Background: an optimization exercise with open tools, aiming at small area, a short achievable clock period and few clock cycles per item. Do not read the settings as production practice. At most, simulation tests tie the RTL to the original design; equivalence was not proved.

==> module fp_div_mant_stage, before the edit <==
module fp_div_mant_stage
#(
    parameter int FIRST = 2,    
    parameter int NROWS = 2
)
(
    input  wire logic                   clk,
    input  wire logic                   reset,
    input  wire logic                   in_valid,
    input  wire logic                   in_sign,
    input  wire logic [8:0]     in_ecode,
    input  wire logic [23-1:0]   in_b_frac,
    input  wire logic [25-1:0]   in_s,
    input  wire logic [25-1:0]   in_c,
    input  wire logic [13-1:0] in_qs,
    input  wire logic [13-1:0] in_q1,
    input  wire logic [13-1:0] in_q2,
    output logic                        out_valid,
    output logic                        out_sign,
    output logic [8:0]          out_ecode,
    output logic [23-1:0]        out_b_frac,
    output logic [25-1:0]        out_s,
    output logic [25-1:0]        out_c,
    output logic [13-1:0]   out_qs,
    output logic [13-1:0]   out_q1,
    output logic [13-1:0]   out_q2
);
    localparam int W = 25;
    localparam int PREV = (FIRST > 2) ? 13 + 1 - FIRST : 0;
    fp_div_pkg::rem_t d1;
    fp_div_pkg::rem_t d2;
    fp_div_pkg::rem_t s_n;
    fp_div_pkg::rem_t c_n;
    fp_div_pkg::rem_t s4;
    fp_div_pkg::rem_t c4;
    fp_div_pkg::rem_t x;
    fp_div_pkg::rem_t w1;
    logic             ce;
    fp_div_pkg::dig_t qs_n;
    fp_div_pkg::dig_t q1_n;
    fp_div_pkg::dig_t q2_n;
    logic [6:0] y;
    logic [2:0] q;
    assign d1 = {2'b01, in_b_frac};
    assign d2 = {1'b1, in_b_frac, 1'b0};
    always_comb
    begin
        s_n  = ~in_s;
        c_n  = ~in_c;
        if (FIRST == 2)
            s_n = in_s;
        if (FIRST > 2)
        begin
            s_n[0] = in_qs[PREV] ^ (in_q1[PREV] & in_b_frac[0]);
            s_n[1] = in_qs[PREV] ^ ((in_q1[PREV] & in_b_frac[1]) | (in_q2[PREV] & in_b_frac[0]));
            c_n[0] = in_qs[PREV];
        end
        qs_n = in_qs;
        q1_n = in_q1;
        q2_n = in_q2;
        for (int r = 0; r < NROWS; r++)
        begin
            y  = s_n[W-1:W-7] + c_n[W-1:W-7];
            q  = fp_div_pkg::sel4(y, in_b_frac[23-1:23-3]);
            if (FIRST + r == 2)
            begin
                w1 = s_n + c_n + fp_div_pkg::rem_t'(1);
                s4 = {w1[W-3:0], 2'b00};
                c4 = '0;
            end
            else
            begin
                s4 = {s_n[W-3:0], 2'b00};
                c4 = {c_n[W-3:0], 2'b00};
            end
            for (int i = 0; i < W; i++)
                x[i] = q[2] ^ ((q[1] & d1[i]) | (q[0] & d2[i]));
            c_n = '0;
            for (int i = 0; i < W; i += 2)
            begin
                s_n[i] = s4[i] ^ c4[i] ^ x[i];
                ce     = (s4[i] & c4[i]) | (s4[i] & x[i]) | (c4[i] & x[i]);
                if (i + 1 < W)
                begin
                    s_n[i+1] = s4[i+1] ^ x[i+1] ^ ce;
                    if (i + 2 < W)
                        c_n[i+2] = (s4[i+1] & x[i+1]) | (s4[i+1] & ce) | (x[i+1] & ce);
                end
            end
            c_n[0] = q[2];
            qs_n[13 - FIRST - r] = q[2];
            q1_n[13 - FIRST - r] = q[1];
            q2_n[13 - FIRST - r] = q[0];
        end
    end
    always_ff @(posedge clk)
    begin
        if (reset)
            out_valid <= 1'b0;
        else
            out_valid <= in_valid;
    end
    always_ff @(posedge clk)
    begin
        out_sign   <= in_sign;
        out_ecode  <= in_ecode;
        out_b_frac <= in_b_frac;
        out_s      <= ~s_n;
        out_c      <= ~c_n;
        out_qs     <= qs_n;
        out_q1     <= q1_n;
        out_q2     <= q2_n;
    end
endmodule
export LEC_CHECK = 0
export CAP_MARGIN = 20
export CORE_MARGIN = 2
export CORE_UTILIZATION = 40
export CTS_CLUSTER_DIAMETER = 150
export CTS_CLUSTER_SIZE = 26
export SLEW_MARGIN = 20
create_clock -name core_clock -period 15.0 [get_ports {clk}]
standard.sh (not shown) runs the stock make flow with config.mk's settings and CLKGATE_MAP_FILE= SYNTH_SCRIPT=/design/flow/synth_recipe.tcl, a recipe that flattens the netlist after the stock synthesis.
==> flow/flow/run.sh <==
#!/bin/bash
# Standard synthesis, then the standard layout with repair_timing aiming for
# extra setup slack (the SDC and the clock period are unchanged).
set -euo pipefail
bash standard.sh synth > synth.log 2>&1
bash standard.sh SETUP_SLACK_MARGIN=10.8 finish > layout.log 2>&1
Testbench counts at the start, summed over its fixed seeds: cycles 16,104, items 16,000.
Rerun with:
--- a/flow/design.v
+++ b/flow/design.v
@@ -142,10 +142,9 @@
     fp_div_pkg::rem_t c_n;
     fp_div_pkg::rem_t s4;
     fp_div_pkg::rem_t c4;
     fp_div_pkg::rem_t x;
-    fp_div_pkg::rem_t w1;
-    logic             ce;
+    fp_div_pkg::rem_t cy;
     fp_div_pkg::dig_t qs_n;
     fp_div_pkg::dig_t q1_n;
     fp_div_pkg::dig_t q2_n;
     logic [6:0] y;
@@ -170,34 +169,17 @@
         for (int r = 0; r < NROWS; r++)
         begin
             y  = s_n[W-1:W-7] + c_n[W-1:W-7];
             q  = fp_div_pkg::sel4(y, in_b_frac[23-1:23-3]);
-            if (FIRST + r == 2)
-            begin
-                w1 = s_n + c_n + fp_div_pkg::rem_t'(1);
-                s4 = {w1[W-3:0], 2'b00};
-                c4 = '0;
-            end
-            else
-            begin
-                s4 = {s_n[W-3:0], 2'b00};
-                c4 = {c_n[W-3:0], 2'b00};
-            end
+            s4 = {s_n[W-3:0], 2'b00};
+            c4 = {c_n[W-3:0], 2'b00};
             for (int i = 0; i < W; i++)
                 x[i] = q[2] ^ ((q[1] & d1[i]) | (q[0] & d2[i]));
-            c_n = '0;
-            for (int i = 0; i < W; i += 2)
-            begin
-                s_n[i] = s4[i] ^ c4[i] ^ x[i];
-                ce     = (s4[i] & c4[i]) | (s4[i] & x[i]) | (c4[i] & x[i]);
-                if (i + 1 < W)
-                begin
-                    s_n[i+1] = s4[i+1] ^ x[i+1] ^ ce;
-                    if (i + 2 < W)
-                        c_n[i+2] = (s4[i+1] & x[i+1]) | (s4[i+1] & ce) | (x[i+1] & ce);
-                end
-            end
-            c_n[0] = q[2];
+            s_n = s4 ^ c4 ^ x;
+            cy  = (s4 & c4) | (s4 & x) | (c4 & x);
+            c_n = {cy[W-2:0], q[2]};
+            if (FIRST + r == 2)
+                c_n[2] = 1'b1;
             qs_n[13 - FIRST - r] = q[2];
             q1_n[13 - FIRST - r] = q[1];
             q2_n[13 - FIRST - r] = q[0];
         end
The changed run produced a clean layout.
Routed wire length grows by 12%.
Utilization came out higher by 0.20 points.
Area after synthesis rose by 6.8%.
Design area increases by 7.3%.
Final cell count rose by 6.0%.
For the second run of this note, only the layout was checked, not whether the RTL still works.

-- port drivers added, routing unchanged --
No port has a modelled driver above. Below, the same layouts with a new extraction and two added sets of constraints.
Step 1 (the two cells are an assumption about what drives the block):
set clk [get_ports {clk}]
set_driving_cell -lib_cell sky130_fd_sc_hd__clkbuf_16 $clk
set_driving_cell -lib_cell sky130_fd_sc_hd__buf_2 [delete_from_list [all_inputs] $clk]
Step 2 adds t to the input delays and takes it off the output delays; t is the mean of the earliest and latest rising clock arrival at the registers after step 1. Input paths then give back, and output paths get back, about the clock's delay inside the block.
Slacks: ideal ports / drivers / drivers and shift; pairs: ideal ports / drivers.
run | t (ns) | setup WS [ns] | latest minus earliest clock arrival (ns) | pins driven straight from the clock port
the first run | 0.690 | 10.875 / 10.813 / 10.519 | 0.043 / 0.042 | 1
the second run | 0.730 | 10.821 / 10.756 / 10.546 | 0.067 / 0.067 | 1
After both steps every run listed still meets setup and hold. For the first run, which loses most, drivers alone change the setup slack by -0.062 ns; drivers and shift together by -0.356 ns.
